From an optimization exercise on the open Yosys and OpenROAD flow, aimed at small area, a short achievable clock period and few clock cycles; shortcuts taken in it are not production practice.
Only simulation tests tie the RTL to the original design; equivalence was not proved.

==> flow/design.v <==
module fp4_sdf_stage #(
    parameter int S = 0
) (
    input  logic       clk,
    input  logic       rst,
    input  logic [7:0] x,         
    input  logic [5:0] tag_in,    
    input  logic [5:0] tag_nx,    
    output logic [7:0] y,         
    output logic [5:0] tag_out,   
    output logic [5:0] tag_onx    
);
    localparam int D = 1 << S;
    localparam logic [5:0] KEEP = 6'b000011 | (6'b111100 & ~((6'b000100 << S) - 6'b000100) & 6'b111100);
    function automatic logic [4:0] hmag(input logic [2:0] c);
        case (c)
            3'd0: hmag = 5'd0;
            3'd1: hmag = 5'd1;
            3'd2: hmag = 5'd2;
            3'd3: hmag = 5'd3;
            3'd4: hmag = 5'd4;
            3'd5: hmag = 5'd6;
            3'd6: hmag = 5'd8;
            default: hmag = 5'd12;
        endcase
    endfunction
    function automatic logic [3:0] fadd(input logic [3:0] p, input logic [3:0] q, input logic sub);
        logic signed [6:0] hp, hq, h;
        logic [5:0] m;
        logic [2:0] c;
        hp = 7'(hmag(p[2:0]));
        hq = 7'(hmag(q[2:0]));
        if (p[3])       hp = -hp;
        if (q[3] ^ sub) hq = -hq;
        h  = hp + hq;
        m  = h[6] ? 6'(-h) : 6'(h);
        if (m == 6'd0)       c = 3'd0;
        else if (m == 6'd1)  c = 3'd1;
        else if (m == 6'd2)  c = 3'd2;
        else if (m == 6'd3)  c = 3'd3;
        else if (m <= 6'd5)  c = 3'd4;
        else if (m == 6'd6)  c = 3'd5;
        else if (m <= 6'd10) c = 3'd6;
        else                 c = 3'd7;
        fadd = {h[6] && (c != 3'd0), c};
    endfunction
    function automatic logic [3:0] fmulw(input logic [3:0] w, input logic [3:0] b);
        logic [2:0] c;
        case (w[2:0])
            3'd0: c = 3'd0;
            3'd1: case (b[2:0])    
                3'd0, 3'd1: c = 3'd0;
                3'd2:       c = 3'd1;
                3'd3, 3'd4: c = 3'd2;
                3'd5:       c = 3'd3;
                3'd6:       c = 3'd4;
                default:    c = 3'd5;
            endcase
            default: c = b[2:0];
        endcase
        fmulw = {(w[3] ^ b[3]) && (c != 3'd0), c};
    endfunction
    function automatic logic [7:0] twiddle(input logic [3:0] k);
        case (k)
            4'd0, 4'd1:       twiddle = 8'h20;
            4'd2, 4'd3:       twiddle = 8'h29;
            4'd4:             twiddle = 8'h19;
            4'd5, 4'd6:       twiddle = 8'h1A;
            4'd7, 4'd8, 4'd9: twiddle = 8'h0A;
            4'd10, 4'd11:     twiddle = 8'h9A;
            4'd12:            twiddle = 8'h99;
            4'd13, 4'd14:     twiddle = 8'hA9;
            default:          twiddle = 8'hA0;
        endcase
    endfunction
    logic [4:0] p_q, p_n;
    logic       bf_q, bf_n;
    logic [3:0] k_q, k_n;
    logic       act_nx;
    assign p_n    = tag_nx[0] ? 5'd0 : p_q + 5'd1;
    assign act_nx = (S == 0) ? tag_nx[1] : (tag_nx[1] & tag_nx[1 + S]);
    assign bf_n   = act_nx & p_n[S];
    assign k_n    = 4'((p_n & 5'((1 << S) - 1)) << (4 - S));
    always_ff @(posedge clk) begin
        p_q <= p_n;
        k_q <= k_n;
    end
    always_ff @(posedge clk or negedge rst) begin
        if (!rst) bf_q <= 1'b0;
        else      bf_q <= bf_n;
    end
    logic [7:0] w;
    logic [3:0] pr, pi, qr, qi;
    logic [7:0] t;
    assign w  = twiddle(k_q);
    assign pr = fmulw(w[7:4], x[7:4]);
    assign pi = fmulw(w[3:0], x[3:0]);
    assign qr = fmulw(w[7:4], x[3:0]);
    assign qi = fmulw(w[3:0], x[7:4]);
    assign t  = {fadd(pr, pi, 1'b1), fadd(qr, qi, 1'b0)};
    logic [7:0] dl [0:D-1];
    logic [5:0] tl [0:D-1];
    logic [7:0] head;
    logic [7:0] sum, dif, out_n, dl_in;
    assign head  = dl[D-1];
    assign sum   = {fadd(head[7:4], t[7:4], 1'b0), fadd(head[3:0], t[3:0], 1'b0)};
    assign dif   = {fadd(head[7:4], t[7:4], 1'b1), fadd(head[3:0], t[3:0], 1'b1)};
    assign out_n = bf_q ? sum : head;
    assign dl_in = bf_q ? dif : x;
    always_ff @(posedge clk) begin
        dl[0] <= dl_in;
        for (int i = 1; i < D; i++) dl[i] <= dl[i-1];
        y <= out_n;
    end
    always_ff @(posedge clk or negedge rst) begin
        if (!rst) begin
            for (int i = 0; i < D; i++) tl[i] <= '0;
            tag_out <= '0;
        end else begin
            tl[0] <= tag_in & KEEP;
            for (int i = 1; i < D; i++) tl[i] <= tl[i-1];
            tag_out <= tl[D-1];
        end
    end
    assign tag_onx = tl[D-1];
endmodule
module fft_top (
    input  logic       clk,
    input  logic       rst,
    input  logic [2:0] log2n,
    input  logic [7:0] data_in,
    input  logic       data_in_valid,
    output logic       fft_ready,
    output logic       done,
    output logic       error,
    output logic [7:0] data_out,
    output logic       data_out_valid
);
    function automatic logic [4:0] perm(input logic [14:0] sel, input logic [4:0] i);
        for (int k = 0; k < 5; k++) perm[k] = i[sel[3*k +: 3]];
    endfunction
    function automatic logic [14:0] rev_after(input logic [14:0] sel, input logic [2:0] l);
        logic [2:0] j;
        for (int k = 0; k < 5; k++) begin
            j = sel[3*k +: 3];
            rev_after[3*k +: 3] = (j < l) ? 3'(l - 3'd1 - j) : j;
        end
    endfunction
    localparam logic [14:0] SEL_ID = {3'd4, 3'd3, 3'd2, 3'd1, 3'd0};
    logic       pend;         
    logic [4:0] rem;          
    logic       log2n_ok, first_acc, loading, take_more, last_take;
    logic       rfree, rsoon, rstart;
    logic       ractive;
    logic [4:0] rcnt, rnm1;
    assign log2n_ok  = (log2n != 3'd0) && (log2n <= 3'd5);
    assign first_acc = data_in_valid && fft_ready && log2n_ok;
    assign loading   = !fft_ready && !pend;
    assign take_more = data_in_valid && loading;
    assign last_take = take_more && (rem == 5'd0);
    assign rfree  = !ractive || (rcnt == rnm1);
    assign rsoon  = rfree || (rcnt == rnm1 - 5'd1);
    assign rstart = pend && rfree;
    logic       in_v, in_first;
    logic [7:0] in_d;
    logic [2:0] in_l;
    always_ff @(posedge clk or negedge rst) begin
        if (!rst) begin
            fft_ready <= 1'b1;
            pend      <= 1'b0;
            error     <= 1'b0;
            in_v      <= 1'b0;
            in_first  <= 1'b0;
        end else begin
            if (fft_ready) fft_ready <= !first_acc;
            else if (pend) fft_ready <= rfree;
            else           fft_ready <= last_take && rsoon;
            pend     <= pend ? !rfree : last_take;
            error    <= fft_ready && data_in_valid && !log2n_ok;
            in_v     <= first_acc || take_more;
            in_first <= first_acc;
        end
    end
    always_ff @(posedge clk) begin
        if (first_acc)      rem <= 5'((6'd1 << log2n) - 6'd2);
        else if (take_more) rem <= rem - 5'd1;
        in_d <= data_in;
        in_l <= log2n;
    end
    logic [7:0]  mem [0:31];
    logic [14:0] wsel, rsel;
    logic [2:0]  wl, rl;
    logic [4:0]  wcnt, waddr, raddr;
    assign waddr = in_first ? 5'd0 : perm(wsel, wcnt);
    always_ff @(posedge clk) begin
        if (in_v) begin
            mem[waddr] <= in_d;
            wcnt       <= in_first ? 5'd1 : wcnt + 5'd1;
        end
    end
    always_ff @(posedge clk or negedge rst) begin
        if (!rst) begin
            wsel <= SEL_ID;
            wl   <= 3'd0;
        end else if (in_v && in_first) begin
            wsel <= rev_after(wsel, wl);
            wl   <= in_l;
        end
    end
    always_ff @(posedge clk or negedge rst) begin
        if (!rst) ractive <= 1'b0;
        else if (rstart) ractive <= 1'b1;
        else if (ractive && rcnt == rnm1) ractive <= 1'b0;
    end
    always_ff @(posedge clk) begin
        if (rstart) begin
            rcnt <= 5'd0;
            rsel <= rev_after(wsel, wl);
            rnm1 <= 5'((6'd1 << wl) - 6'd1);
            rl   <= wl;
        end else if (ractive) begin
            rcnt <= rcnt + 5'd1;
        end
    end
    assign raddr = perm(rsel, rcnt);
    logic [5:0] r_tag_nx, s0_tag;
    logic [7:0] s0_x;
    assign r_tag_nx = {rl > 3'd4, rl > 3'd3, rl > 3'd2, rl > 3'd1, ractive, rcnt == 5'd0};
    always_ff @(posedge clk) s0_x <= mem[raddr];
    always_ff @(posedge clk or negedge rst) begin
        if (!rst) s0_tag <= '0;
        else      s0_tag <= r_tag_nx;
    end
    logic [7:0] x1, x2, x3, x4, x5;
    logic [5:0] t1, t2, t3, t4, t5;
    logic [5:0] n1, n2, n3, n4, n5;
    fp4_sdf_stage #(.S(0)) u_s0 (.clk(clk), .rst(rst), .x(s0_x), .tag_in(s0_tag), .tag_nx(r_tag_nx),
                                 .y(x1), .tag_out(t1), .tag_onx(n1));
    fp4_sdf_stage #(.S(1)) u_s1 (.clk(clk), .rst(rst), .x(x1), .tag_in(t1), .tag_nx(n1),
                                 .y(x2), .tag_out(t2), .tag_onx(n2));
    fp4_sdf_stage #(.S(2)) u_s2 (.clk(clk), .rst(rst), .x(x2), .tag_in(t2), .tag_nx(n2),
                                 .y(x3), .tag_out(t3), .tag_onx(n3));
    fp4_sdf_stage #(.S(3)) u_s3 (.clk(clk), .rst(rst), .x(x3), .tag_in(t3), .tag_nx(n3),
                                 .y(x4), .tag_out(t4), .tag_onx(n4));
    fp4_sdf_stage #(.S(4)) u_s4 (.clk(clk), .rst(rst), .x(x4), .tag_in(t4), .tag_nx(n4),
                                 .y(x5), .tag_out(t5), .tag_onx(n5));
    assign data_out       = x5;
    assign data_out_valid = t5[1];
    always_ff @(posedge clk or negedge rst) begin
        if (!rst) done <= 1'b0;
        else      done <= n5[1] & n5[0];
    end
endmodule
==> flow/run.sh <==
#!/bin/bash
# synth_recipe.tcl (not shown) runs the flow's synth.tcl, then flattens the netlist and writes it again
# the make line also repeats each setting of config.mk as NAME=value (left out here)
make -C /OpenROAD-flow-scripts/flow DESIGN_CONFIG=/design/flow/config.mk WORK_HOME=/design/flow/orfs CLKGATE_MAP_FILE= SYNTH_SCRIPT=/design/flow/synth_recipe.tcl finish
==> flow/config.mk <==
export PLATFORM = sky130hd
export DESIGN_NAME = fft_top
export DESIGN_NICKNAME = fft_top
export VERILOG_FILES = /design/flow/design.v
export SDC_FILE = /design/flow/constraint.sdc
export NUM_CORES = 4
export LEC_CHECK = 0
export CAP_MARGIN = 20
export CORE_MARGIN = 2
export CORE_UTILIZATION = 40
export SLEW_MARGIN = 20
==> flow/constraint.sdc <==
create_clock -name core_clock -period 15.0 [get_ports {clk}]
set_input_delay 3.0000 -clock core_clock [delete_from_list [all_inputs] [get_ports {clk}]]
set_output_delay 3.0000 -clock core_clock [all_outputs]
set_load 0.01 [all_outputs]
==> results list <==
- The flow ran to the end and the layout has no timing, DRC or antenna violations.
* Leading area contributor after synthesis: edfxtp_1
- Global routing used 22.8% of the available met1 tracks.
* Weighted congestion reported at the end of routability-driven placement: about 0.86
- Max FO, Critical Path: 19
* Register area share after synthesis: 41.8%
* Clock transition at the registers of the reported paths: around 0.060 ns
- Worst Skew: 0.0235 ns
* Count of mapped cells out of synthesis: 4821
* Number of vias per cell: 5.52
- Detailed router's first-iteration violation count: 2441
* Fin Setup TNS: 0 ns
* Std-Cell Core Area: 0.113 mm2
* Adder-Cell Fraction of Synth Area: 8.95%
* Worst Setup End Kind: flop
- The routed design has 99.8 mm of wire.
* Vias in the first global route: 32.3k
- DIE WIDTH: 341 um
- For this design, the slowest cell found on the critical path is dfxtp_1.
- Net count after synthesis: 5140
- Max-slew headroom: 33.8%
- In the post-synthesis netlist, the biggest area contributors are edfxtp_1 (19%), dfxtp_1 (15%), ha_1 (7.5%).
- Fraction of registers with async set or reset after synthesis: roughly 18%
- Commonest cells after routing, fill and taps aside: nor2_1 (412), nand2_1 (379), dfxtp_1 (341), a21oi_1 (325), edfxtp_1 (289)
- Final worst slack: 7.05 ns
- After the last flow step, the layout net total stands at 5063.
- WL per Instance: 15.8 um
- For the worst setup path, the data arrival time is 8.52 ns.
- Combined global-route utilization of all metal layers: 16.8%
- After Yosys synthesis, and, or, nand and nor cells account for 16.7% of the synthesized area.
* Final Setup Violations: 0
* Global-route track usage on met3: 2.14%
- In this run the remaining antenna-violating nets after routing total 0.
- Number of gates resized after cts: 0
- TritonCTS built the clock tree.
- The number of pins with negative max-slew slack in the final report is 0.
- Maximum clock rate: 126 MHz
* DIE HEIGHT: 341 um
* Max-cap check violation count: 0
* Share of final-layout standard cells stronger than drive strength 1: 6.59%
* Number of buffers created by CTS: just over 80
- Synth Area in Compound Gates: approximately a fifth
* Xor and xnor fraction of the mapped netlist area: 5.26%
- Relative area change from synthesis to final layout: 9.44%
- Global routing used ~28% of the available met2 tracks.
- Port Buffer Count: 25
- 1st-pass router iterations: 6
* Share of the clock period used by the worst path: 53.0%
* CP Class: flop to flop
- The number of hold-slack violations in the final timing report came to 0.
* GR peak layer: met2
* Vias post-DR: 34.8k
* Fillers: between 10k and 15k
- At the worst endpoint, the required time is around 16 ns.
- Detailed placement ended at an HPWL of 70.2 mm.
- Clock tree synthesis selected as its root buffer the cell clkbuf_16.
* Number of rows in the core area: 123
- The synthesized design contains 772 register bits.
- The cell area that synthesis handed to floorplanning was 0.0455 mm2.
- The worst hold path passes through 0 cells.
* Dominant combinational cell family by area after synthesis: compound AO/OA/AOI/OAI gates
- In this design, the stage delay of the slowest critical-path cell is 0.66 ns.
* Wire length of the first global-routing pass: 164 mm
- The Yosys step of the flow raised 16 warnings.
- The clock tree synthesis step divided the H-tree into 3 levels.
- The worst path in the final design needs a cycle of 7.95 ns, including I/O delays and setup.
* Effective utilization at floorplan: approximately two fifths
- Syn Area/Cell: between 9 and 10 um2
- Maximum count of clock buffers along a single path: 3
* Depth of the most critical reg-to-reg path: 30
* Largest net degree at the start of global routing: 95
- The tightest min-delay check is of the flop to flop type.
* Prevailing post-synth register cell: dfxtp_1
* Ports: 26
- Area fraction of the dominant cell type after synthesis: 19.1%
* RSZ-0062 raised after global routing: no
- Number of enable-type register cells in the synthesized netlist: 289
* Worst-skew pair later-pin latency: 0.66 ns
- Hold-fix buffer count after cts: 0
- Tightest Pin Transition: 0.993 ns
- In the routed design, unresolved DRC markers number 0.
- Once the clock tree was built, the setup fixing pass inserted 0 buffers.
- For this run the aggregate overflow at the end of global routing stands at 0.
* Multiplexer share of the synthesized area: 3.97%
* Clock sinks: 772
* Worst slack at placement: 7.24 ns
- Die Footprint: approximately 0.12 mm2
- Leaving out fill and tap cells, the most frequent cell in the layout is nor2_1.
- The number of antenna violations at the first check in global routing is 0.
* CP Launch Type: flop
- Antenna cells: 0
- Library cell appearing most often on the critical path: ha_1
* Count of distinct cell types in the synthesized netlist: 110
cell type report:
cell class	instances	area [um2]	share of cell area [%]
tap	1500	1880	3.77
timing repair buffer	45	414	0.831
sequential	772	19100	38.2
inverter	256	961	1.93
clock inverter	49	468	0.939
clock buffer	102	2310	4.64
multi-input combinational	3588	24800	49.7
registers in the layout, indices dropped and copies added, names as in the netlist, 10 cells and up:
| name | count |
|---|---|
| rsel | 15 |
| u_s4.dl | 128 |
| u_s4.tl | 32 |
| u_s1.dl | 16 |
| u_s2.dl | 32 |
| u_s2.tl | 16 |
| u_s3.dl | 64 |
| mem | 256 |
| wsel | 15 |
| u_s1.tl | 10 |
| u_s3.tl | 24 |
critical path: cells and delay by family, from the launching register on:
family / cells / cell delay (ns)
flops: 1 / 0.66
xor+xnor: 2 / 0.46
buf+inv: 3 / 0.22
simple gates: 9 / 2.44
mux: 1 / 0.24
compound gates: 10 / 2.19
fa+ha+maj: 5 / 1.67
kinds of logic (layout without fill, tap and decap cells):
kind of cell / after synthesis / count (layout)
flip-flops: 772 / 772
multiplexers: 162 / 162
XOR/XNOR: 271 / 271
AND/OR/NAND/NOR: 1527 / 1527
buffers and inverters: 461 / 452
AO/OA/AOI/OAI: 1322 / 1322
adder cells (fa/ha/maj): 306 / 306
routing by layer:
| layer | vias to the layer above | part of all wire (%) |
|---|---|---|
| li1 | 17500 | - |
| met4 | 0 | 2.3 |
| met1 | 16500 | 47 |
| met2 | 692 | 47 |
| met5 | - | 0 |
| met3 | 136 | 4.0 |
through the flow:
step           hold WS, ns  util [%]  area, um2  cells
2_1_floorplan        0.310         -      45500   4821
3_3_place_gp         0.310      41.7      47000   6160
3_5_place_dp         0.312      41.7      47000   6160
4_1_cts              0.323      44.2      49800   6311
5_1_grt              0.327      44.2      49800   6312
6_report             0.322      44.2      49800   6312
Yosys cell counts (33+ instances only):
| library cell | instances |
|---|---|
| nor2b_1 | 85 |
| nand3_1 | 95 |
| clkbuf_1 | 167 |
| xor2_1 | 102 |
| ha_1 | 272 |
| mux2i_1 | 103 |
| inv_1 | 255 |
| o22ai_1 | 64 |
| nor3_1 | 114 |
| and3_1 | 36 |
| o211ai_1 | 42 |
| a31oi_1 | 91 |
| nor2_1 | 412 |
| fa_1 | 33 |
| a21o_1 | 57 |
| a211oi_1 | 105 |
| o21ai_0 | 233 |
| edfxtp_1 | 289 |
| xnor2_1 | 166 |
| dfxtp_1 | 344 |
| nand2b_1 | 91 |
| a21oi_1 | 325 |
| nand2_1 | 380 |
| mux2_2 | 49 |
| a221oi_1 | 49 |
| nor3b_1 | 38 |
| dfrtp_1 | 133 |
| and2_1 | 56 |
| nor4_1 | 39 |
final timing paths:
| path | start | slack (ns) | endpoint |
|---|---|---|---|
| max in group asynchronous | rst | 11.28 | wsel[0]$_DFFE_PN0P_ |
| max | u_s2.y[1]$_DFF_P_ | 7.05 | u_s3.dl[0][5]$_DFF_P_ |
| min | u_s4.dl[4][6]$_DFF_P_ | 0.32 | u_s4.dl[5][6]$_DFF_P_ |
| min reg2reg | u_s4.dl[4][6]$_DFF_P_ | 0.32 | u_s4.dl[5][6]$_DFF_P_ |
| min in group asynchronous | rst | 2.35 | u_s4.tag_out[1]$_DFF_PN0_ |
| max reg2reg | u_s2.y[1]$_DFF_P_ | 7.05 | u_s3.dl[0][5]$_DFF_P_ |
Testbench counts, summed over its fixed seeds: cycles 5,541.

==> re-timing with driven ports <==
No port has a modelled driver above. Below, the same layout with a new extraction and two added sets of constraints.
Step 1, drivers: a clkbuf_16 drives clk and a buf_2 each remaining input, both assumed.
Step 2 also shifts input and output timing later by t, the mid clock arrival at the registers, as if the neighbouring blocks saw the same clock.
Slacks: no drivers / after step 1 / after step 2; pairs: no drivers / after step 1.
t (ns): 0.711
slack for setup (ns): 7.054 / 7.054 / 7.054
clock arrival spread, ns: 0.036 / 0.036
worst register clock-pin slew, ns: 0.07 / 0.07
pins driven straight from the clock port: 1
After both steps setup and hold are still met in this run. For this run, drivers alone change the setup slack by 0.000 ns; drivers and shift together by 0.000 ns.
